Context: an optimization exercise on an open-source flow, tuned for small area, a short achievable clock period and few clock cycles per item. The choices shown serve that exercise and are no tape-out recipe. In this exercise RTL edits were held to simulation tests only and were not proved equivalent to the original.

==> module div_bk_add, before the edit <==
module div_bk_add #(
    parameter int W = 34
) (
    input  logic [W-1:0] a,
    input  logic [W-1:0] b,
    input  logic         cin,
    output logic [W-1:0] sum
);
    logic [W-1:0] p0;
    logic [W-1:0] g;
    logic [W-1:0] p;
    logic [W:0]   c;
    assign p0 = a ^ b;
    always_comb begin
        g = a & b;
        p = p0;
        g[0] = g[0] | (p[0] & cin);
        for (int l = 1; l < W; l = l * 2) begin
            for (int i = 2 * l - 1; i < W; i = i + 2 * l) begin
                g[i] = g[i] | (p[i] & g[i-l]);
                p[i] = p[i] & p[i-l];
            end
        end
        for (int l = (1 << ($clog2(W) - 1)); l >= 1; l = l / 2) begin
            for (int i = 3 * l - 1; i < W; i = i + 2 * l) begin
                g[i] = g[i] | (p[i] & g[i-l]);
                p[i] = p[i] & p[i-l];
            end
        end
        c[0] = cin;
        for (int i = 0; i < W; i++)
            c[i+1] = g[i];
    end
    assign sum = p0 ^ c[W-1:0];
endmodule
==> module divider_top, before the edit <==
module divider_top (
    input  logic        clk,
    input  logic        rst_n,
    input  logic [31:0] op1,
    input  logic [31:0] op2,
    input  logic [2:0]  funct3,
    input  logic        start,
    input  logic        ack,
    output logic [31:0] result,
    output logic        done
);
    localparam logic [1:0] S_IDLE = 2'd0;
    localparam logic [1:0] S_PREP = 2'd1;
    localparam logic [1:0] S_ITER = 2'd2;
    localparam logic [1:0] S_FIX  = 2'd3;
    logic [1:0]  st_q;
    logic [31:0] r_q;       
    logic [31:0] t_q;       
    logic [31:0] q_q;       
    logic [3:0]  cnt_q;     
    logic        rem_q;     
    logic        sgn_q;     
    logic        neg_q;     
    assign result = q_q;
    logic        sa, sb;
    logic [31:0] abs_a, abs_b;
    logic [5:0]  lz_a, lz_b;
    logic [5:0]  dlz;
    logic        b_zero, a_short;
    logic [31:0] t_init;
    logic [31:0] fast_val;
    assign sa    = sgn_q & r_q[31];
    assign sb    = sgn_q & t_q[31];
    assign abs_a = sa ? -r_q : r_q;
    assign abs_b = sb ? -t_q : t_q;
    always_comb begin
        lz_a = 6'd32;
        for (int i = 0; i < 32; i++)
            if (abs_a[i]) lz_a = 6'(31 - i);
    end
    always_comb begin
        lz_b = 6'd32;
        for (int i = 0; i < 32; i++)
            if (abs_b[i]) lz_b = 6'(31 - i);
    end
    assign b_zero = (t_q == 32'd0);
    assign dlz    = lz_b - lz_a;
    assign a_short  = lz_a > lz_b;
    assign t_init = abs_b << {dlz[4:1], 1'b0};
    assign fast_val = rem_q ? r_q : {32{b_zero}};
    logic [32:0] d1;
    logic [32:0] s1;
    logic [31:0] r1;
    logic        q1;
    logic [32:0] s2;
    logic [31:0] r2;
    logic        q0;
    assign d1 = {t_q, 1'b0};
    div_bk_add #(.W(33)) u_sub1 (.a({1'b0, r_q}), .b(~d1), .cin(1'b1), .sum(s1));
    assign q1 = ~s1[32] & ~t_q[31];
    assign r1 = q1 ? s1[31:0] : r_q;
    div_bk_add #(.W(33)) u_sub2 (.a({1'b0, r1}), .b(~{1'b0, t_q}), .cin(1'b1), .sum(s2));
    assign q0 = ~s2[32];
    assign r2 = q0 ? s2[31:0] : r1;
    logic [31:0] q_shift;
    assign q_shift = {q_q[29:0], q1, q0};
    logic last;
    assign last = (cnt_q == 4'd0);
    logic accept;
    assign accept = (st_q == S_IDLE) && start;
    always_ff @(posedge clk or negedge rst_n) begin
        if (!rst_n) begin
            st_q <= S_IDLE;
            done <= 1'b0;
        end else begin
            case (st_q)
                S_IDLE: begin
                    if (start) st_q <= S_PREP;
                    done <= done & ~ack;
                end
                S_PREP: begin
                    if (b_zero || a_short) begin
                        st_q <= S_IDLE;
                        done <= 1'b1;
                    end else begin
                        st_q <= S_ITER;
                    end
                end
                S_ITER: begin
                    if (last) begin
                        if (neg_q) begin
                            st_q <= S_FIX;
                        end else begin
                            st_q <= S_IDLE;
                            done <= 1'b1;
                        end
                    end
                end
                default: begin
                    st_q <= S_IDLE;
                    done <= 1'b1;
                end
            endcase
        end
    end
    always_ff @(posedge clk) begin
        case (st_q)
            S_IDLE: begin
                r_q <= op1;
                t_q <= op2;
            end
            S_PREP: begin
                r_q <= abs_a;
                t_q <= t_init;
            end
            default: begin
                r_q <= r2;
                t_q <= {2'b00, t_q[31:2]};
            end
        endcase
        cnt_q <= (st_q == S_PREP) ? dlz[4:1] : cnt_q - 4'd1;
    end
    always_ff @(posedge clk) begin
        if (accept) begin
            rem_q <= funct3[1];
            sgn_q <= ~funct3[0];
        end
        if (st_q == S_PREP) neg_q <= rem_q ? sa : (sa ^ sb);
    end
    always_ff @(posedge clk) begin
        case (st_q)
            S_IDLE: ;
            S_PREP: q_q <= fast_val & {32{b_zero | a_short}};
            S_ITER: q_q <= (last && rem_q) ? r2 : q_shift;
            default: q_q <= -q_q;
        endcase
    end
endmodule
clock: 27.0 ns
lec_check: 0
abc_area: 1
cap_margin: 20
core_margin: 2
core_utilization: 40
slew_margin: 20
standard.sh (not shown) runs the stock make flow with config.mk's settings and CLKGATE_MAP_FILE= SYNTH_SCRIPT=/design/flow/synth_recipe.tcl, a recipe that flattens the netlist after the stock synthesis.
==> flow/flow/run.sh <==
#!/bin/bash
# Standard layout, with one extra step after placement: the port buffers become
# plain buffers instead of delay buffers, and the resizer sizes the placed
# netlist for a shorter period than the clock asks for (same constraints, a
# larger slack target). Everything else is the standard.sh.
set -euo pipefail
here=$(pwd)
res=$here/orfs/results/sky130hd/divider_top/base

bash standard.sh synth floorplan place > $here/log_1_standard_to_place.txt 2>&1

cp $res/3_place.odb $here/3_place_standard.odb
openroad -no_splash -exit $here/flow/resize.tcl > $here/log_2_resize.txt 2>&1
test -s $res/3_place.odb

bash standard.sh cts route finish > $here/log_3_standard_to_finish.txt 2>&1
test -s $here/out/final.def
==> flow/flow/resize.tcl <==
# size the placed design harder, under the design's own constraints
set P $::env(FLOW_HOME)/platforms/sky130hd
set res [pwd]/orfs/results/sky130hd/divider_top/base
read_liberty $P/lib/sky130_fd_sc_hd__tt_025C_1v80.lib
read_db [pwd]/3_place_standard.odb
read_sdc $res/3_place.sdc
source $P/setRC.tcl
set_dont_use {sky130_fd_sc_hd__probe_p_8 sky130_fd_sc_hd__probec_p_8 sky130_fd_sc_hd__lpflow_*
  sky130_fd_sc_hd__clkdlybuf4s* sky130_fd_sc_hd__dlygate* sky130_fd_sc_hd__dlymetal*}
estimate_parasitics -placement
report_worst_slack

# port buffers: plain buffers rather than delay buffers
foreach inst [[ord::get_db_block] getInsts] {
  set n [$inst getName]
  set m [[$inst getMaster] getName]
  if {([string match "input*" $n] || [string match "output*" $n]) && [string match "*clkdlybuf4s*" $m]} {
    replace_cell $n sky130_fd_sc_hd__buf_2
  }
}
estimate_parasitics -placement
report_worst_slack

# resize toward a 6 ns period; the constraints stay those of the design
repair_timing -setup -setup_margin 21.0 -skip_last_gasp
estimate_parasitics -placement
report_worst_slack
report_design_area

detailed_placement
check_placement -verbose
estimate_parasitics -placement
report_worst_slack
write_db $res/3_place.odb
Testbench counts at the start, summed over its fixed seeds: cycles 156,157, items 32,000.
Edit:
--- a/flow/design.v
+++ b/flow/design.v
@@ -1,40 +1,4 @@
-`timescale 1ns/1ps
-module div_bk_add #(
-    parameter int W = 34
-) (
-    input  logic [W-1:0] a,
-    input  logic [W-1:0] b,
-    input  logic         cin,
-    output logic [W-1:0] sum
-);
-    logic [W-1:0] p0;
-    logic [W-1:0] g;
-    logic [W-1:0] p;
-    logic [W:0]   c;
-    assign p0 = a ^ b;
-    always_comb begin
-        g = a & b;
-        p = p0;
-        g[0] = g[0] | (p[0] & cin);
-        for (int l = 1; l < W; l = l * 2) begin
-            for (int i = 2 * l - 1; i < W; i = i + 2 * l) begin
-                g[i] = g[i] | (p[i] & g[i-l]);
-                p[i] = p[i] & p[i-l];
-            end
-        end
-        for (int l = (1 << ($clog2(W) - 1)); l >= 1; l = l / 2) begin
-            for (int i = 3 * l - 1; i < W; i = i + 2 * l) begin
-                g[i] = g[i] | (p[i] & g[i-l]);
-                p[i] = p[i] & p[i-l];
-            end
-        end
-        c[0] = cin;
-        for (int i = 0; i < W; i++)
-            c[i+1] = g[i];
-    end
-    assign sum = p0 ^ c[W-1:0];
-endmodule
 `timescale 1ns/1ps
 module divider_top (
     input  logic        clk,
     input  logic        rst_n,
@@ -92,12 +56,12 @@
     logic [32:0] s2;
     logic [31:0] r2;
     logic        q0;
     assign d1 = {t_q, 1'b0};
-    div_bk_add #(.W(33)) u_sub1 (.a({1'b0, r_q}), .b(~d1), .cin(1'b1), .sum(s1));
+    assign s1 = {1'b0, r_q} - d1;
     assign q1 = ~s1[32] & ~t_q[31];
     assign r1 = q1 ? s1[31:0] : r_q;
-    div_bk_add #(.W(33)) u_sub2 (.a({1'b0, r1}), .b(~{1'b0, t_q}), .cin(1'b1), .sum(s2));
+    assign s2 = {1'b0, r1} - {1'b0, t_q};
     assign q0 = ~s2[32];
     assign r2 = q0 ? s2[31:0] : r1;
     logic [31:0] q_shift;
     assign q_shift = {q_q[29:0], q1, q0};
Global-route usage went up by 2.1 points.
Non-clock buffer count came out lower by 3.
Design area rose by 3.6%.
Via count increases by 11%.
Clock-buffer cell count rose by 3.
Synthesized cell count came out higher by 9.9%.
Cell count rises by 9.5%.
Area after synthesis goes up by 5.4%.
Setup slack hardly moves.
Testbench counts after the change, summed over its fixed seeds: cycles 156,157, items 32,000.

re-timing with driven ports:
In the flow no input, the clock included, has a driving cell. The finished layouts below were timed again as built, in two steps.
Step 1 (the two cells are an assumption about what drives the block):
set clk [get_ports {clk}]
set_driving_cell -lib_cell sky130_fd_sc_hd__clkbuf_16 $clk
set_driving_cell -lib_cell sky130_fd_sc_hd__buf_2 [delete_from_list [all_inputs] $clk]
Step 2 moves the port delays by t, midway between the first and last clock arrival at a register: inputs arrive t later, outputs are due t later. That takes back most of the time a late clock gives input paths.
Three values: no drivers, after step 1, after step 2; two values: the first two.
| run | shift t [ns] | slack for setup (ns) | worst setup path at the end |
|---|---|---|---|
| the first run | 0.418 | 20.593 / 20.542 / 20.905 | register to register |
| the second run | 0.430 | 20.591 / 20.539 / 20.847 | register to register |
After both steps setup and hold are still met in every run listed.
